What follows belongs to an exercise in optimizing a design on an open flow for small area and a short achievable clock period; a production flow would make more cautious choices. In this exercise RTL edits were held to simulation tests only and were not proved equivalent to the original.

==> flow/design.v (excerpt) <==
module aes_round_top (
  input  wire          clk,
  input  wire          rst,
  input  wire          in_valid,
  input  wire [256:0]  in_data,
  output wire          out_valid,
  output wire [127:0]  out_state
);
Size: about 4,400 cells after synthesis, about 1,000 flip-flops, ~390 I/O pins, about 0.043 mm2 of cells after synthesis.
Settings: LEC_CHECK=0, CAP_MARGIN=20, CORE_MARGIN=2, CORE_UTILIZATION=50, CTS_BUF_LIST=sky130_fd_sc_hd__clkbuf_8, CTS_CLUSTER_DIAMETER=60, CTS_CLUSTER_SIZE=16, PLACE_DENSITY=0.65, SETUP_SLACK_MARGIN=2.95, SLEW_MARGIN=20; clock period 5.0 ns.
standard.sh (not shown) runs the stock make flow with config.mk's settings and CLKGATE_MAP_FILE= SYNTH_SCRIPT=/design/flow/synth_recipe.tcl, a recipe that flattens the netlist after the stock synthesis.
==> flow/flow/run.sh <==
#!/bin/bash
# Own layout flow: the standard layout (standard.sh) with two changes.
#  1. Synthesis maps the logic with flow/abc.script (area-recovering mapping
#     that keeps the XOR structure of the s-boxes) in place of ORFS's ABC
#     speed script. Everything else in synthesis is the standard one
#     (synth_recipe.tcl on a copy of ORFS's scripts folder), so registers keep
#     their standard names and cells.
#  2. Ports are buffered with sky130_fd_sc_hd__buf_1 instead of the default
#     delay-cell buffer; before detailed placement, flow/pre_dpl.tcl makes
#     the port buffers buf_2 and the result registers dfxtp_2.
# Each tool's output goes to a log of its own in this folder (synth.log,
# layout.log) and ORFS's per-step logs under orfs/logs/.
set -euo pipefail
W=$PWD
rm -rf "$W/scripts_abc"
cp -r "$FLOW_HOME/scripts" "$W/scripts_abc"
cp "$W/flow/abc.script" "$W/scripts_abc/abc_speed.script"
bash "$W/standard.sh" synth SCRIPTS_DIR="$W/scripts_abc" > "$W/synth.log" 2>&1
bash "$W/standard.sh" finish "BUFFER_PORTS_ARGS=-buffer_cell sky130_fd_sc_hd__buf_1" \
  "PRE_DETAIL_PLACE_TCL=$W/flow/pre_dpl.tcl" > "$W/layout.log" 2>&1
==> flow/flow/abc.script <==
strash
dch -f
map -a
topo
buffer -c
upsize -c
dnsize -c
==> flow/flow/pre_dpl.tcl <==
# Runs before detailed placement (ORFS hook PRE_DETAIL_PLACE_TCL), which
# legalises the cells resized here.
# Stronger cells on the paths from the inputs and to the outputs: the port
# buffers become buf_2, and the result registers, which drive the output
# buffers, dfxtp_2 (same flip-flop, higher drive).
set n_buf 0
set n_reg 0
foreach inst [get_cells *] {
  set name [get_full_name $inst]
  set ref [get_property $inst ref_name]
  if {$ref == "sky130_fd_sc_hd__buf_1" && [regexp {^(input|output)[0-9]+$} $name]} {
    replace_cell $inst sky130_fd_sc_hd__buf_2
    incr n_buf
  } elseif {$ref == "sky130_fd_sc_hd__dfxtp_1" && [regexp {^u_mix_key\.out_state} $name]} {
    replace_cell $inst sky130_fd_sc_hd__dfxtp_2
    incr n_reg
  }
}
puts "pre_dpl: resized $n_buf port buffers and $n_reg result registers"
The starting point finished clean.
Then changed:
--- a/flow/config.mk
+++ b/flow/config.mk
@@ -14,3 +14,3 @@
 export PLACE_DENSITY = 0.65
-export SETUP_SLACK_MARGIN = 2.95
+export SETUP_SLACK_MARGIN = 2.85
 export SLEW_MARGIN = 20
Result: Clock skew climbs by 0.0061 ns. Global-route usage is lower by 0.78 points. Flip-flop and latch count does not change. Die area is unchanged. Hold slack is better by 0.017 ns.
Then changed:
--- a/flow/flow/run.sh
+++ b/flow/flow/run.sh
@@ -18,3 +18,2 @@
 bash "$W/standard.sh" synth SCRIPTS_DIR="$W/scripts_abc" > "$W/synth.log" 2>&1
-bash "$W/standard.sh" finish "BUFFER_PORTS_ARGS=-buffer_cell sky130_fd_sc_hd__buf_1" \
-  "PRE_DETAIL_PLACE_TCL=$W/flow/pre_dpl.tcl" > "$W/layout.log" 2>&1
+bash "$W/standard.sh" finish "BUFFER_PORTS_ARGS=-buffer_cell sky130_fd_sc_hd__buf_1" > "$W/layout.log" 2>&1
--- a/flow/config.mk
+++ b/flow/config.mk
@@ -14,3 +14,3 @@
 export PLACE_DENSITY = 0.65
-export SETUP_SLACK_MARGIN = 2.85
+export SETUP_SLACK_MARGIN = 2.7
 export SLEW_MARGIN = 20
removed: flow/flow/pre_dpl.tcl
Effect:
- The new run completed without violations
- fmax drops by 1.3%
- first-iteration DRC count grows by about 12%
- cell count is about the same
- critical path depth does not change
- count of clock-buffer cells in the layout rose by 3
- worst hold slack is better by 0.0073 ns
- clock skew falls by 0.023 ns
- non-clock buffer count falls by 11
Then changed:
--- a/flow/flow/run.sh
+++ b/flow/flow/run.sh
@@ -8,4 +8,3 @@
 #  2. Ports are buffered with sky130_fd_sc_hd__buf_1 instead of the default
-#     delay-cell buffer; before detailed placement, flow/pre_dpl.tcl makes
-#     the port buffers buf_2 and the result registers dfxtp_2.
+#     delay-cell buffer.
 # Each tool's output goes to a log of its own in this folder (synth.log,
--- a/flow/config.mk
+++ b/flow/config.mk
@@ -14,3 +14,2 @@
 export PLACE_DENSITY = 0.65
-export SETUP_SLACK_MARGIN = 2.7
 export SLEW_MARGIN = 20
Maximum frequency falls by 6.8%. Setup slack gets worse by 0.16 ns. Cell area goes down by 1.7%. Synthesized area stays the same. First-iteration DRC count goes up by 15%. Hold slack improves by 0.0039 ns. Clock skew came out higher by 0.013 ns. Non-clock buffer count shrinks by 1. Register-to-register slack gets worse by 0.05 ns.
Then changed:
--- a/flow/flow/run.sh
+++ b/flow/flow/run.sh
@@ -8,3 +8,4 @@
 #  2. Ports are buffered with sky130_fd_sc_hd__buf_1 instead of the default
-#     delay-cell buffer.
+#     delay-cell buffer; before detailed placement, flow/pre_dpl.tcl makes
+#     the port buffers buf_2 and the result registers dfxtp_2.
 # Each tool's output goes to a log of its own in this folder (synth.log,
@@ -17,2 +18,3 @@
 bash "$W/standard.sh" synth SCRIPTS_DIR="$W/scripts_abc" > "$W/synth.log" 2>&1
-bash "$W/standard.sh" finish "BUFFER_PORTS_ARGS=-buffer_cell sky130_fd_sc_hd__buf_1" > "$W/layout.log" 2>&1
+bash "$W/standard.sh" finish "BUFFER_PORTS_ARGS=-buffer_cell sky130_fd_sc_hd__buf_1" \
+  "PRE_DETAIL_PLACE_TCL=$W/flow/pre_dpl.tcl" > "$W/layout.log" 2>&1
==> flow/flow/abc.script (replaced) <==
&get -n
&st
&dch -f
&nf -a -R 1000
&put
buffer -c
upsize -c
dnsize -c
==> flow/flow/pre_dpl.tcl (new file) <==
# Runs before detailed placement (ORFS hook PRE_DETAIL_PLACE_TCL), which
# legalises the cells resized here.
# Stronger cells on the paths from the inputs and to the outputs: the port
# buffers become buf_2, and the result registers, which drive the output
# buffers, dfxtp_2 (same flip-flop, higher drive).
set n_buf 0
set n_reg 0
foreach inst [get_cells *] {
  set name [get_full_name $inst]
  set ref [get_property $inst ref_name]
  if {$ref == "sky130_fd_sc_hd__buf_1" && [regexp {^(input|output)[0-9]+$} $name]} {
    replace_cell $inst sky130_fd_sc_hd__buf_2
    incr n_buf
  } elseif {$ref == "sky130_fd_sc_hd__dfxtp_1" && [regexp {^u_mix_key\.out_state} $name]} {
    replace_cell $inst sky130_fd_sc_hd__dfxtp_2
    incr n_reg
  }
}
puts "pre_dpl: resized $n_buf port buffers and $n_reg result registers"
--- a/flow/config.mk
+++ b/flow/config.mk
@@ -14,2 +14,3 @@
 export PLACE_DENSITY = 0.65
+export SETUP_SLACK_MARGIN = 2.75
 export SLEW_MARGIN = 20
What happened: Count of clock-buffer cells in the layout does not change. Maximum frequency goes up by 7.5%.

static timing again, ports no longer ideal:
The results above use ideal ports. As a check the final layouts listed here were re-extracted and re-timed, cells and wires unchanged. Step 1 sets driving cells, clkbuf_16 on the clock port and buf_2 on the other inputs (assumed; they add their load-dependent delay and slew). Step 2 also shifts input and output timing later by t, the mid clock arrival at the registers, as if the neighbouring blocks saw the same clock. Three values: ideal ports, drivers, drivers and shift; two values: the first two.
| run | shift t [ns] | setup WS [ns] | clock arrival spread, ns | slew at the worst register clock pin (ns) |
|---|---|---|---|---|
| the first run | 0.752 | 2.801 / 2.734 / 2.185 | 0.047 / 0.046 | 0.10 / 0.10 |
| the second run | 0.738 | 2.812 / 2.753 / 2.186 | 0.047 / 0.048 | 0.10 / 0.10 |
| the third run | 0.742 | 2.783 / 2.716 / 2.067 | 0.029 / 0.030 | 0.10 / 0.10 |
| the fourth run | 0.748 | 2.621 / 2.588 / 1.918 | 0.036 / 0.037 | 0.10 / 0.10 |
| the fifth run | 0.741 | 2.788 / 2.760 / 2.258 | 0.038 / 0.038 | 0.10 / 0.10 |
After both steps every run listed still meets setup and hold. The setup slack of the third run, which loses most, moves by -0.067 ns with the drivers and by -0.716 ns with both steps.
